This is an optimization exercise on Yosys and OpenROAD, whose aim is small area and a short achievable clock period, not a production implementation. Only simulation tests tie the RTL to the original design; equivalence was not proved. The flow treats the clock pin as an ideal source, which a real chip does not have.

## the baseline
==> flow/design.v (excerpt) <==
module mac_top #(
   parameter int A_WIDTH = 18,
   parameter int B_WIDTH = 18,
   parameter int P_WIDTH = 48
) (
   input  logic                      clk,
   input  logic                      rst_n,
   input  logic signed [A_WIDTH-1:0] data_a,
   input  logic signed [B_WIDTH-1:0] data_b,
   input  mac_pkg::mac_op_e          op,
   input  logic                      activate_mac,
   output logic signed [P_WIDTH-1:0] data_p,
   output logic                      p_valid
);
For scale: roughly 1,200 cells after synthesis, about 97 flip-flops, roughly 11,000 um^2 of cells after synthesis.
Settings: LEC_CHECK=0, ABC_AREA=1, CAP_MARGIN=20, CORE_MARGIN=2, CORE_UTILIZATION=40, HOLD_SLACK_MARGIN=0.05, SETUP_SLACK_MARGIN=5, SLEW_MARGIN=20; clock period 10.0 ns.
standard.sh (not shown) runs the stock make flow with config.mk's settings and CLKGATE_MAP_FILE= SYNTH_SCRIPT=/design/flow/synth_recipe.tcl, a recipe that flattens the netlist after the stock synthesis.
==> flow/flow/run.sh <==
#!/bin/bash
# The standard layout, with these changes in how it is made:
# - Yosys's synth runs without its early ABC pass (-noabc), so the full
#   adders it extracts keep their polarity (no inverters between them);
# - the port buffers are the smallest buffer (buf_1) instead of the
#   default clkdlybuf4s50_1; every port is still buffered;
# - after CTS, flow/pq_clock_delay.tcl puts delay chains in front of the
#   result register's clock (useful skew for the register-to-register
#   multiply-add paths).
export SYNTH_ARGS="-noabc"
export BUFFER_PORTS_ARGS="-buffer_cell sky130_fd_sc_hd__buf_1"
export POST_CTS_TCL="$PWD/flow/pq_clock_delay.tcl"
export PQ_DLY_CELLS="sky130_fd_sc_hd__clkdlybuf4s50_1 sky130_fd_sc_hd__clkdlybuf4s50_1 sky130_fd_sc_hd__clkdlybuf4s25_1"
export PQ_SKIP_BITS=8
export PQ_BUF_CELL=sky130_fd_sc_hd__clkbuf_8
bash standard.sh > standard.log 2>&1
Other scripts of this flow, unchanged in this note and not shown: flow/flow/pq_clock_delay.tcl
From the logs: the baseline reached the end of the flow and failed the layout checks with hold timing.
Edits applied to the flow inputs when going from the baseline to the candidate:
- SETUP_SLACK_MARGIN no longer set, was 5
- CTS_BUF_LIST now sky130_fd_sc_hd__clkbuf_4 sky130_fd_sc_hd__clkbuf_8, previously not set
- HOLD_SLACK_MARGIN now 0.1, was 0.05
-- flow/flow/run.sh --
<<< the baseline, line 9
#   multiply-add paths).
>>> the candidate, line 9
#   multiply-add paths);
# - only the setup repair after global routing, the first that sees that
#   skew, is given a setup margin (flow/grt_margin.tcl).
<<< the baseline, line 13
export PQ_DLY_CELLS="sky130_fd_sc_hd__clkdlybuf4s50_1 sky130_fd_sc_hd__clkdlybuf4s50_1 sky130_fd_sc_hd__clkdlybuf4s25_1"
>>> the candidate, line 15
export PQ_DLY_CELLS="sky130_fd_sc_hd__clkdlybuf4s50_1 sky130_fd_sc_hd__clkdlybuf4s50_1 sky130_fd_sc_hd__clkdlybuf4s50_1"
<<< the baseline, line 16
>>> the candidate, line 18
export PRE_GLOBAL_ROUTE_TCL="$PWD/flow/grt_margin.tcl"
==> flow/flow/grt_margin.tcl (new file) <==
# Pre-global-route hook: the setup repair after global routing aims at
# 5.2 ns of slack. It is the first repair that sees the
# result register's delayed clock, so it is the only one given a margin.
set ::env(SETUP_SLACK_MARGIN) 5.2
[summary]
The candidate | status: complete | timing, DRC, antenna: pass
The candidate vs the baseline: wire length of the first global-routing pass down by more than 10%
Summary of the candidate over the baseline: maximum fanout along the worst path +16; worst hold slack +0.11 ns; DRC violation count after routing ~0 delta; highest attainable clock frequency -about 5.6%.
[diff] post-layout minimum cycle time, the candidate relative to the baseline: regression
Filler-free cell count of the finished design (the candidate vs. the baseline) decreases by a few percent
Against the baseline as the reference, the candidate delivers a lower slew at the pin closest to its max-slew limit.
Of the two values seen for standard cell with the maximum stage delay on the critical path, sky130_fd_sc_hd__dfrtp_1 was produced by the baseline and sky130_fd_sc_hd__fa_1 by the candidate.

========
mac_top, a different RTL version from the one above (not shown whole).
For scale: ~97 flip-flops, ~90 I/O pins.
make LEC_CHECK=0 CAP_MARGIN=20 CORE_MARGIN=2 CORE_UTILIZATION=40 SLEW_MARGIN=20 finish   # period 10.0 ns
run.sh (not shown) runs the stock make flow with config.mk's settings and CLKGATE_MAP_FILE= SYNTH_SCRIPT=/design/flow/synth_recipe.tcl, a recipe that flattens the netlist after the stock synthesis.
Stock flow here: none of the scripts above is used.
The first run completed without violations.
Change:
--- a/flow/config.mk
+++ b/flow/config.mk
@@ -10,2 +10,3 @@
 export CORE_UTILIZATION = 40
+export SETUP_SLACK_MARGIN = 5
 export SLEW_MARGIN = 20
After rerunning: The new run went through all stages and came out clean. Design area came out higher by 18%. Via count grows by 5.2%. Clock-buffer cell count came out lower by 1. Core utilization rises by 7.9 points.
Change:
--- a/flow/config.mk
+++ b/flow/config.mk
@@ -7,2 +7,3 @@
 export LEC_CHECK = 0
+export ABC_AREA = 1
 export CAP_MARGIN = 20
What happened:
- The new run finished clean
- via count rose by 24%
- fmax rose by 17%
- design area rises by 5.9%
- sequential cell count stays the same
- die area rises by 11%
- wire length grows by 26%
- synthesized area rises by 12%
- final cell count grows by 33%
- hold slack got worse by 0.0032 ns
Change:
==> flow/flow/run.sh (new file) <==
#!/bin/bash
# Standard layout, with Yosys's synth run without its early ABC pass
# (-noabc) so the full adders keep their polarity.
cp standard.sh standard_copy.txt
export SYNTH_ARGS="-noabc"
bash standard.sh > standard.log 2>&1
==> flow/standard.sh (new file) <==
#!/bin/bash
# synth_recipe.tcl (not shown) runs the flow's synth.tcl, then flattens the netlist and writes it again
# the make line also repeats each setting of config.mk as NAME=value (left out here)
make -C /OpenROAD-flow-scripts/flow DESIGN_CONFIG=/design/flow/config.mk WORK_HOME=/design/flow/orfs CLKGATE_MAP_FILE= SYNTH_SCRIPT=/design/flow/synth_recipe.tcl "${@:-finish}"
--- a/flow/config.mk
+++ b/flow/config.mk
@@ -7,3 +7,3 @@
 export LEC_CHECK = 0
-export ABC_AREA = 1
+export ABC_AREA = 0
 export CAP_MARGIN = 20
@@ -11,3 +11,2 @@
 export CORE_UTILIZATION = 40
-export SETUP_SLACK_MARGIN = 5
 export SLEW_MARGIN = 20
removed: flow/run.sh
=> Cell count went down by 35%; via count went down by 28%; wire length went down by 28%; count of clock-buffer cells in the layout does not change; core utilization went down by 5.0 points; synthesized cell count went down by 35%.

========
== run 1 ==
Another version of the RTL of mac_top (not shown whole).
For scale: ~97 flip-flops, roughly 12000 sq um of cells after synthesis.
clock: 10.0 ns
lec_check: 0
abc_area: 1
cap_margin: 20
core_margin: 2
core_utilization: 40
cts_buf_list: sky130_fd_sc_hd__clkbuf_4 sky130_fd_sc_hd__clkbuf_8
hold_slack_margin: 0.1
slew_margin: 20
standard.sh (not shown) runs the stock make flow with config.mk's settings and CLKGATE_MAP_FILE= SYNTH_SCRIPT=/design/flow/synth_recipe.tcl, a recipe that flattens the netlist after the stock synthesis.
==> flow/flow/run.sh <==
#!/bin/bash
# The standard layout, with these changes in how it is made:
# - Yosys's synth runs without its early ABC pass (-noabc), so the full
#   adders it extracts keep their polarity (no inverters between them);
# - the port buffers are the smallest buffer (buf_1) instead of the
#   default clkdlybuf4s50_1; every port is still buffered;
# - after CTS, flow/pq_clock_delay.tcl puts delay chains in front of the
#   result register's clock (useful skew for the register-to-register
#   multiply-add paths);
# - only the setup repair after global routing, the first that sees that
#   skew, is given a setup margin (flow/grt_margin.tcl).
export SYNTH_ARGS="-noabc"
export BUFFER_PORTS_ARGS="-buffer_cell sky130_fd_sc_hd__buf_1"
export POST_CTS_TCL="$PWD/flow/pq_clock_delay.tcl"
export PQ_DLY_CELLS="sky130_fd_sc_hd__clkdlybuf4s50_1 sky130_fd_sc_hd__clkdlybuf4s50_1 sky130_fd_sc_hd__clkdlybuf4s50_1"
export PQ_SKIP_BITS=8
export PQ_BUF_CELL=sky130_fd_sc_hd__clkbuf_8
export PRE_GLOBAL_ROUTE_TCL="$PWD/flow/grt_margin.tcl"
bash standard.sh > standard.log 2>&1
==> flow/flow/grt_margin.tcl <==
# Pre-global-route hook: the setup repair after global routing aims at
# 5.45 ns of slack. It is the first repair that sees the
# result register's delayed clock, so it is the only one given a margin.
set ::env(SETUP_SLACK_MARGIN) 5.45
==> flow/flow/pq_clock_delay.tcl <==
# Post-CTS hook: the result register p_q gets its clock through a short
# delay chain below each clock-tree leaf that drives it, so its clock
# arrives later than the operand registers'. This is useful skew for the
# operand -> result paths (the long multiply-add paths); the result
# register's own feedback path sees about the same delay at both ends.
# The low bits (below PQ_SKIP_BITS) keep the undelayed clock.
# The later repair steps (global route) see and repair the new timing.
set block [ord::get_db_block]
set db [ord::get_db]
set chain {}
foreach c $::env(PQ_DLY_CELLS) { lappend chain [$db findMaster $c] }
lappend chain [$db findMaster $::env(PQ_BUF_CELL)]
set groups [dict create]
set n 0
foreach inst [$block getInsts] {
  if {[regexp {^p_q\\?\[([0-9]+)} [$inst getName]] && [string match sky130_fd_sc_hd__df* [[$inst getMaster] getName]]} {
    incr n
    regexp {^p_q\\?\[([0-9]+)} [$inst getName] -> bit
    # the low result bits have short paths and ample setup slack: no delay
    if {$bit < $::env(PQ_SKIP_BITS)} { continue }
    set net [[$inst findITerm CLK] getNet]
    dict lappend groups [$net getName] $inst
  }
}
if {$n != 48} { error "pq_clock_delay: expected 48 result flops, found $n" }
set g 0
dict for {netname flops} $groups {
  set net [$block findNet $netname]
  set sx 0; set sy 0
  foreach f $flops {
    set bb [$f getBBox]
    set sx [expr {$sx + [$bb xMin]}]; set sy [expr {$sy + [$bb yMin]}]
  }
  set cx [expr {int($sx / [llength $flops])}]
  set cy [expr {int($sy / [llength $flops])}]
  set prev $net
  set k 0
  foreach m $chain {
    set inst [odb::dbInst_create $block $m "pq_clkdly_${g}_$k"]
    set out [odb::dbNet_create $block "pq_clk_${g}_$k"]
    $out setSigType CLOCK
    [$inst findITerm A] connect $prev
    [$inst findITerm X] connect $out
    $inst setLocation $cx $cy
    $inst setPlacementStatus PLACED
    set prev $out
    incr k
  }
  foreach f $flops {
    set it [$f findITerm CLK]
    $it disconnect
    $it connect $prev
  }
  puts "pq_clock_delay: group $g under $netname: [llength $flops] flops"
  incr g
}
global_connect
detailed_placement
check_placement -verbose
estimate_parasitics -placement
report_clock_skew
Run 1 completed every stage of the flow, and the final layout passed the timing, DRC and antenna checks.
Here is what was changed in the inputs of run 2 compared with run 1.
--- a/flow/flow/run.sh
+++ b/flow/flow/run.sh
@@ -14,3 +14,3 @@
 export POST_CTS_TCL="$PWD/flow/pq_clock_delay.tcl"
-export PQ_DLY_CELLS="sky130_fd_sc_hd__clkdlybuf4s50_1 sky130_fd_sc_hd__clkdlybuf4s50_1 sky130_fd_sc_hd__clkdlybuf4s50_1"
+export PQ_DLY_CELLS="sky130_fd_sc_hd__clkdlybuf4s50_1 sky130_fd_sc_hd__clkdlybuf4s50_1 sky130_fd_sc_hd__clkdlybuf4s50_1 sky130_fd_sc_hd__clkdlybuf4s15_1"
 export PQ_SKIP_BITS=8
==> flow/flow/grt_margin.tcl <==
# Pre-global-route hook: the setup repair after global routing aims at
# 5.6 ns of slack. It is the first repair that sees the
# result register's delayed clock, so it is the only one given a margin.
set ::env(SETUP_SLACK_MARGIN) 5.6
[summary]
The lower routed length on met2 came out of run 1.
Looking only at synthesis-to-finish area growth, and setting everything else aside, the higher value of run 1 and run 2 goes to run 2.
Summary of run 2 over run 1: design area now sits higher, highest clock rate now sits lower.
Run 2 against run 1: global-route met2 utilization saw little to no change; share of cell area taken by multi-input logic gates saw a decrease.
Worst setup slack for run 2: 0.21 ns down relative to run 1
Delta(number of cells on the worst reg-to-reg path, run 2 - run 1) > 0
Run 2: done, clean on timing, DRC and antenna
What run 3 does differently from run 2 at the input level:
--- a/flow/flow/run.sh
+++ b/flow/flow/run.sh
@@ -14,4 +14,4 @@
 export POST_CTS_TCL="$PWD/flow/pq_clock_delay.tcl"
-export PQ_DLY_CELLS="sky130_fd_sc_hd__clkdlybuf4s50_1 sky130_fd_sc_hd__clkdlybuf4s50_1 sky130_fd_sc_hd__clkdlybuf4s50_1 sky130_fd_sc_hd__clkdlybuf4s15_1"
-export PQ_SKIP_BITS=8
+export PQ_DLY_CELLS="sky130_fd_sc_hd__clkdlybuf4s50_1 sky130_fd_sc_hd__clkdlybuf4s50_1 sky130_fd_sc_hd__clkdlybuf4s50_1"
+export PQ_SKIP_BITS=4
 export PQ_BUF_CELL=sky130_fd_sc_hd__clkbuf_8
==> flow/flow/grt_margin.tcl <==
# Pre-global-route hook: the setup repair after global routing aims at
# 5.35 ns of slack. It is the first repair that sees the
# result register's delayed clock, so it is the only one given a margin.
set ::env(SETUP_SLACK_MARGIN) 5.35
==> run notes <==
Run 3 has completed all stages; timing, DRC and antenna checks passed. Minimum setup slack in the final design, run 2 and run 3: lower on run 2. Routed wirelength normalized by instance count of run 3 exceeds that of run 2 slightly. Number of cells on the worst reg-to-reg path, run 2 and run 3: higher on run 2.
Input-level comparison between run 4 and run 3:
- removing CTS_BUF_LIST (formerly sky130_fd_sc_hd__clkbuf_4 sky130_fd_sc_hd__clkbuf_8)
--- a/flow/flow/run.sh
+++ b/flow/flow/run.sh
@@ -15,3 +15,3 @@
 export PQ_DLY_CELLS="sky130_fd_sc_hd__clkdlybuf4s50_1 sky130_fd_sc_hd__clkdlybuf4s50_1 sky130_fd_sc_hd__clkdlybuf4s50_1"
-export PQ_SKIP_BITS=4
+export PQ_SKIP_BITS=8
 export PQ_BUF_CELL=sky130_fd_sc_hd__clkbuf_8
Notes after the runs:
- Delta (run 4 minus run 3): post-route clock period utilization saw a decrease; final critical delay including setup and external delays has decreased; worst slew slack as a fraction of its limit has decreased.
- In terms of final cell area excluding filler cells, run 3 and run 4 differ only marginally.
- Against run 3, number of standard cells in the final layout excluding fillers in run 4 fell slightly.
- Diff run 4..run 3 | remaining number of nets flagged by the antenna check after routing | unchanged
- Run 4 ended with less total length of routed wires than run 3.
Input changes introduced in run 5 (baseline for comparison: run 4):
- CTS_BUF_LIST now sky130_fd_sc_hd__clkbuf_4 sky130_fd_sc_hd__clkbuf_8, previously not set
--- a/flow/flow/run.sh
+++ b/flow/flow/run.sh
@@ -14,3 +14,3 @@
 export POST_CTS_TCL="$PWD/flow/pq_clock_delay.tcl"
-export PQ_DLY_CELLS="sky130_fd_sc_hd__clkdlybuf4s50_1 sky130_fd_sc_hd__clkdlybuf4s50_1 sky130_fd_sc_hd__clkdlybuf4s50_1"
+export PQ_DLY_CELLS="sky130_fd_sc_hd__clkdlybuf4s50_1 sky130_fd_sc_hd__clkdlybuf4s50_1 sky130_fd_sc_hd__clkdlybuf4s50_1 sky130_fd_sc_hd__clkdlybuf4s15_1"
 export PQ_SKIP_BITS=8
==> flow/flow/grt_margin.tcl <==
# Pre-global-route hook: the setup repair after global routing aims at
# 5.45 ns of slack. It is the first repair that sees the
# result register's delayed clock, so it is the only one given a margin.
set ::env(SETUP_SLACK_MARGIN) 5.45
### Flow results
Critical path's largest stage delay: run 5 vs run 4, no meaningful difference. Run 4 was smaller in final cell area than run 5. Status: area used by sequential logic in the layout parity (run 5, run 4). Run 4 → run 5: die area comparable, final cell count went up by 46, via count of the first global-routing pass +58.

[re-timing with driven ports]
How much do the figures lean on ideal ports? The routed layouts below were timed once more, with nothing changed but the port constraints. Step 1 assumes that a clkbuf_16 drives the clock port and a buf_2 every other input. Step 2, shift: input delay + t, output delay - t, t = (earliest + latest rising clock arrival at the registers) / 2. This alone moves slack from input paths to output paths. Three values: ideal, step 1, step 2; two values: the first two.
run | shift t [ns] | slack for setup (ns) | worst hold slack (ns) | latest minus earliest clock arrival (ns)
the baseline | 1.103 | 5.695 / 5.651 / 5.729 | -0.061 / -0.061 / -0.061 | 1.409 / 1.410
the candidate | 1.242 | 5.441 / 5.412 / 5.441 | 0.051 / 0.051 / 0.051 | 1.630 / 1.630
the first run of note 2 | 0.417 | 3.158 / 3.158 / 3.158 | 0.362 / 0.362 / 0.362 | 0.018 / 0.018
the second run of note 2 | 0.420 | 4.266 / 4.266 / 4.266 | 0.362 / 0.362 / 0.362 | 0.016 / 0.015
the third run of note 2 | 0.430 | 5.105 / 5.105 / 5.105 | 0.359 / 0.359 / 0.359 | 0.014 / 0.014
the fourth run of note 2 | 0.407 | 3.117 / 3.117 / 3.117 | 0.354 / 0.354 / 0.354 | 0.011 / 0.012
run 1 | 1.226 | 5.442 / 5.395 / 5.615 | 0.038 / 0.038 / 0.038 | 1.671 / 1.671
run 2 | 1.340 | 5.235 / 5.187 / 5.469 | 0.015 / 0.015 / 0.015 | 1.901 / 1.901
run 3 | 1.234 | 5.429 / 5.381 / 5.572 | 0.038 / 0.038 / 0.038 | 1.685 / 1.685
run 4 | 1.201 | 5.464 / 5.414 / 5.544 | 0.067 / 0.067 / 0.067 | 1.644 / 1.644
run 5 | 1.341 | 5.234 / 5.187 / 5.491 | 0.017 / 0.017 / 0.017 | 1.901 / 1.901
Clock arrivals are far apart in 7 of these runs, so t is only a midpoint there and step 2 fits no single register.
